Source: an optimization exercise on an open RTL-to-GDS flow (aim: small area and a short achievable clock period). Production flows keep margins and buffers that such runs may drop.
Function was checked by simulation only, so behaviour that the tests miss may differ from the original.
Power figures rest on the tool's default switching activity, not on a simulated workload.

== run A ==
## exec_pipe_top
module exec_pipe_top
#(
    parameter int dmem_depth = 16     
)
(
    input  logic            clk,
    input  logic            reset,
    input  pipe_isa_pkg::iclass_e         iclass,
    input  pipe_isa_pkg::alu_op_e         alu_op,
    input  logic [pipe_isa_pkg::xlen-1:0] op_a,
    input  logic [pipe_isa_pkg::xlen-1:0] op_b,
    input  logic [pipe_isa_pkg::xlen-1:0] store_data,
    input  pipe_isa_pkg::reg_idx_t        rd,
    output pipe_stage_pkg::wb_t             wb,
    output logic            branch_taken
);
    pipe_stage_pkg::id_ex_t  id_ex;      
    pipe_stage_pkg::ex_mem_t ex_in;      
    pipe_stage_pkg::ex_mem_t ex_mem;     
    issue_stage u_issue (
        .clk        (clk),
        .reset      (reset),
        .iclass     (iclass),
        .alu_op     (alu_op),
        .op_a       (op_a),
        .op_b       (op_b),
        .store_data (store_data),
        .rd         (rd),
        .id_ex      (id_ex)
    );
    execute_stage u_execute (
        .id_ex (id_ex),
        .ex_in (ex_in)
    );
    ex_mem_reg u_ex_mem (
        .clk    (clk),
        .reset  (reset),
        .ex_in  (ex_in),
        .ex_mem (ex_mem)
    );
    mem_stage u_mem (
        .clk          (clk),
        .reset        (reset),
        .ex_mem       (ex_mem),
        .wb           (wb),
        .branch_taken (branch_taken)
    );
endmodule
Size in the first run: about 1400 flip-flops, ~280 I/O pins.
Settings: LEC_CHECK=0, CAP_MARGIN=30, CORE_MARGIN=2, CORE_UTILIZATION=65, CTS_CLUSTER_DIAMETER=90, CTS_CLUSTER_SIZE=27, PLACE_DENSITY=0.72, SETUP_SLACK_MARGIN=3.6, SLEW_MARGIN=20; clock period 6.0 ns.
standard.sh (not shown) runs the stock make flow with config.mk's settings and CLKGATE_MAP_FILE= SYNTH_SCRIPT=/design/flow/synth_recipe.tcl, a recipe that flattens the netlist after the stock synthesis.
==> flow/flow/run.sh <==
#!/bin/bash
# The standard ORFS layout (the standard.sh, standard synthesis unchanged)
# with two changes to how the layout is made:
#  - port buffers are buf_1 cells instead of the default delay-buffer pick;
#  - timing repair may resize a cell to any footprint (MATCH_CELL_FOOTPRINT=0).
# All of make's output goes to flow_make.log here; ORFS keeps its per-step logs
# under orfs/logs.
set -uo pipefail
bash standard.sh MATCH_CELL_FOOTPRINT=0 \
    "BUFFER_PORTS_ARGS=-buffer_cell sky130_fd_sc_hd__buf_1" \
    finish > flow_make.log 2>&1
status=$?
tail -20 flow_make.log
exit $status
The following lists how run B was set up differently from run A:
# run A
export LEC_CHECK = 0
export CAP_MARGIN = 30
export CORE_MARGIN = 2
export CORE_UTILIZATION = 65
export CTS_CLUSTER_DIAMETER = 90
export CTS_CLUSTER_SIZE = 27
export PLACE_DENSITY = 0.72
export SETUP_SLACK_MARGIN = 3.6
export SLEW_MARGIN = 20
create_clock -name core_clock -period 6.0 [get_ports {clk}]
# run B
export LEC_CHECK = 0
export ABC_CLOCK_PERIOD_IN_PS = 2500
export CAP_MARGIN = 30
export CORE_MARGIN = 2
export CORE_UTILIZATION = 55
export CTS_CLUSTER_DIAMETER = 100
export CTS_CLUSTER_SIZE = 30
export SETUP_SLACK_MARGIN = 3.6
export SLEW_MARGIN = 20
export TNS_END_PERCENT = 5
create_clock -name core_clock -period 6.0 [get_ports {clk}]
==> flow/flow/run.sh <==
#!/bin/bash
# The standard ORFS layout (the standard.sh, standard synthesis unchanged)
# with two changes to how the layout is made:
#  - port buffers are buf_2 cells instead of the default delay-buffer pick;
#  - timing repair may resize a cell to any footprint (MATCH_CELL_FOOTPRINT=0).
# All of make's output goes to flow_make.log here; ORFS keeps its per-step logs
# under orfs/logs.
set -uo pipefail
bash standard.sh MATCH_CELL_FOOTPRINT=0 \
    "BUFFER_PORTS_ARGS=-buffer_cell sky130_fd_sc_hd__buf_2" \
    finish > flow_make.log 2>&1
status=$?
tail -20 flow_make.log
exit $status
--- outcome ---
- Changes observed in run B relative to run A: clock-buffer cell count shows a reduction of 10; total detailed-routing wirelength shows an increase of 3.2%; sequential portion of the cell area shows no meaningful change; cell area shows no meaningful change.
- Delta (run B minus run A): power shows a reduction of about 1.3%; via count of the first global-routing pass shrank by about 3.4%.
- Worst setup slack sits lower in run B than in run A.
- On run B: die area is 18% higher than what run A gave.
- Cell type of the slowest stage on the worst timing path: sky130_fd_sc_hd__dfxtp_4 -> run A, sky130_fd_sc_hd__dfxtp_1 -> run B
Modified inputs, run C compared to run B
# run B
export LEC_CHECK = 0
export ABC_CLOCK_PERIOD_IN_PS = 2500
export CAP_MARGIN = 30
export CORE_MARGIN = 2
export CORE_UTILIZATION = 55
export CTS_CLUSTER_DIAMETER = 100
export CTS_CLUSTER_SIZE = 30
export SETUP_SLACK_MARGIN = 3.6
export SLEW_MARGIN = 20
export TNS_END_PERCENT = 5
create_clock -name core_clock -period 6.0 [get_ports {clk}]
# run C
export LEC_CHECK = 0
export CAP_MARGIN = 30
export CORE_MARGIN = 2
export CORE_UTILIZATION = 65
export CTS_CLUSTER_DIAMETER = 80
export CTS_CLUSTER_SIZE = 24
export PLACE_DENSITY = 0.72
export SETUP_SLACK_MARGIN = 3.6
export SLEW_MARGIN = 20
export TNS_END_PERCENT = 50
create_clock -name core_clock -period 6.0 [get_ports {clk}]
==> notes.md <==
- Between run C and run B, final design area excluding fillers is lower for run B, run C comes in above that.
- Max worst setup slack after layout across run C and run B: run C
- Delta (run C minus run B): critical path depth did not really move, clock tree cell share of total cell area went up, total setup violations reported at the end of the flow did not really move, non-clock buffer count went up.
- The higher number of antenna violations at the first check in global routing of run C and run B is in run C.
- First-pass GRT wire length: run C vs run B down 1.6%
- According to the power report, total power for run C is higher than for run B.
Relative to run C, the following input files were edited for run D:
# run C
export LEC_CHECK = 0
export CAP_MARGIN = 30
export CORE_MARGIN = 2
export CORE_UTILIZATION = 65
export CTS_CLUSTER_DIAMETER = 80
export CTS_CLUSTER_SIZE = 24
export PLACE_DENSITY = 0.72
export SETUP_SLACK_MARGIN = 3.6
export SLEW_MARGIN = 20
export TNS_END_PERCENT = 50
create_clock -name core_clock -period 6.0 [get_ports {clk}]
# run D
export LEC_CHECK = 0
export CAP_MARGIN = 15
export CORE_MARGIN = 2
export CORE_UTILIZATION = 65
export CTS_CLUSTER_DIAMETER = 80
export CTS_CLUSTER_SIZE = 24
export PLACE_DENSITY = 0.72
export SETUP_SLACK_MARGIN = 3.6
export SLEW_MARGIN = 10
create_clock -name core_clock -period 6.0 [get_ports {clk}]
## What came out
- Going from run C to run D, register-to-register slack shows an increase of 0.03 ns; setup fix buffers added after clock tree synthesis went up 7.
- Diff run C -> run D | HPWL after detailed placement | decrease of 1100 µm
- Run C ended up with sky130_fd_sc_hd__dfxtp_1 as its cell with the largest stage delay on the worst path; run D ended up with sky130_fd_sc_hd__dfxtp_4.
- The combinational power on run C is in line with that on run D.
- Data required time at the worst endpoint: run D vs run C up 1.72 ns
- Between run C and run D, the flow reports number of buffers added by the clock tree synthesis step increasing slightly.
- On share of the core filled with cells, run D and run C are neck and neck.

==> port drivers added, routing unchanged <==
The flow's constraints put no driver on any port. The routed layouts listed below were extracted and timed again, unchanged, in two steps. Step 1 assumes that a clkbuf_16 drives the clock port and a buf_2 every other input. Step 2, shift: input delay + t, output delay - t, t = (earliest + latest rising clock arrival at the registers) / 2. This alone moves slack from input paths to output paths. Three values: no drivers, after step 1, after step 2; two values: the first two.
run | shift t [ns] | setup slack, ns | worst hold slack (ns) | worst setup path after step 2 | pins driven straight from the clock port
run A | 0.752 | 3.552 / 3.481 / 2.845 | 0.332 / 0.332 / 0.332 | input to register | 1
run B | 0.736 | 3.368 / 3.295 / 2.842 | 0.322 / 0.322 / 0.322 | input to register | 1
run C | 0.718 | 3.508 / 3.431 / 2.820 | 0.334 / 0.334 / 0.334 | input to register | 1
run D | 0.720 | 3.555 / 3.517 / 2.865 | 0.332 / 0.332 / 0.332 | input to register | 1
After both steps setup and hold are still met in every run listed. The setup slack of run A, which loses most, moves by -0.071 ns with the drivers and by -0.707 ns with both steps.
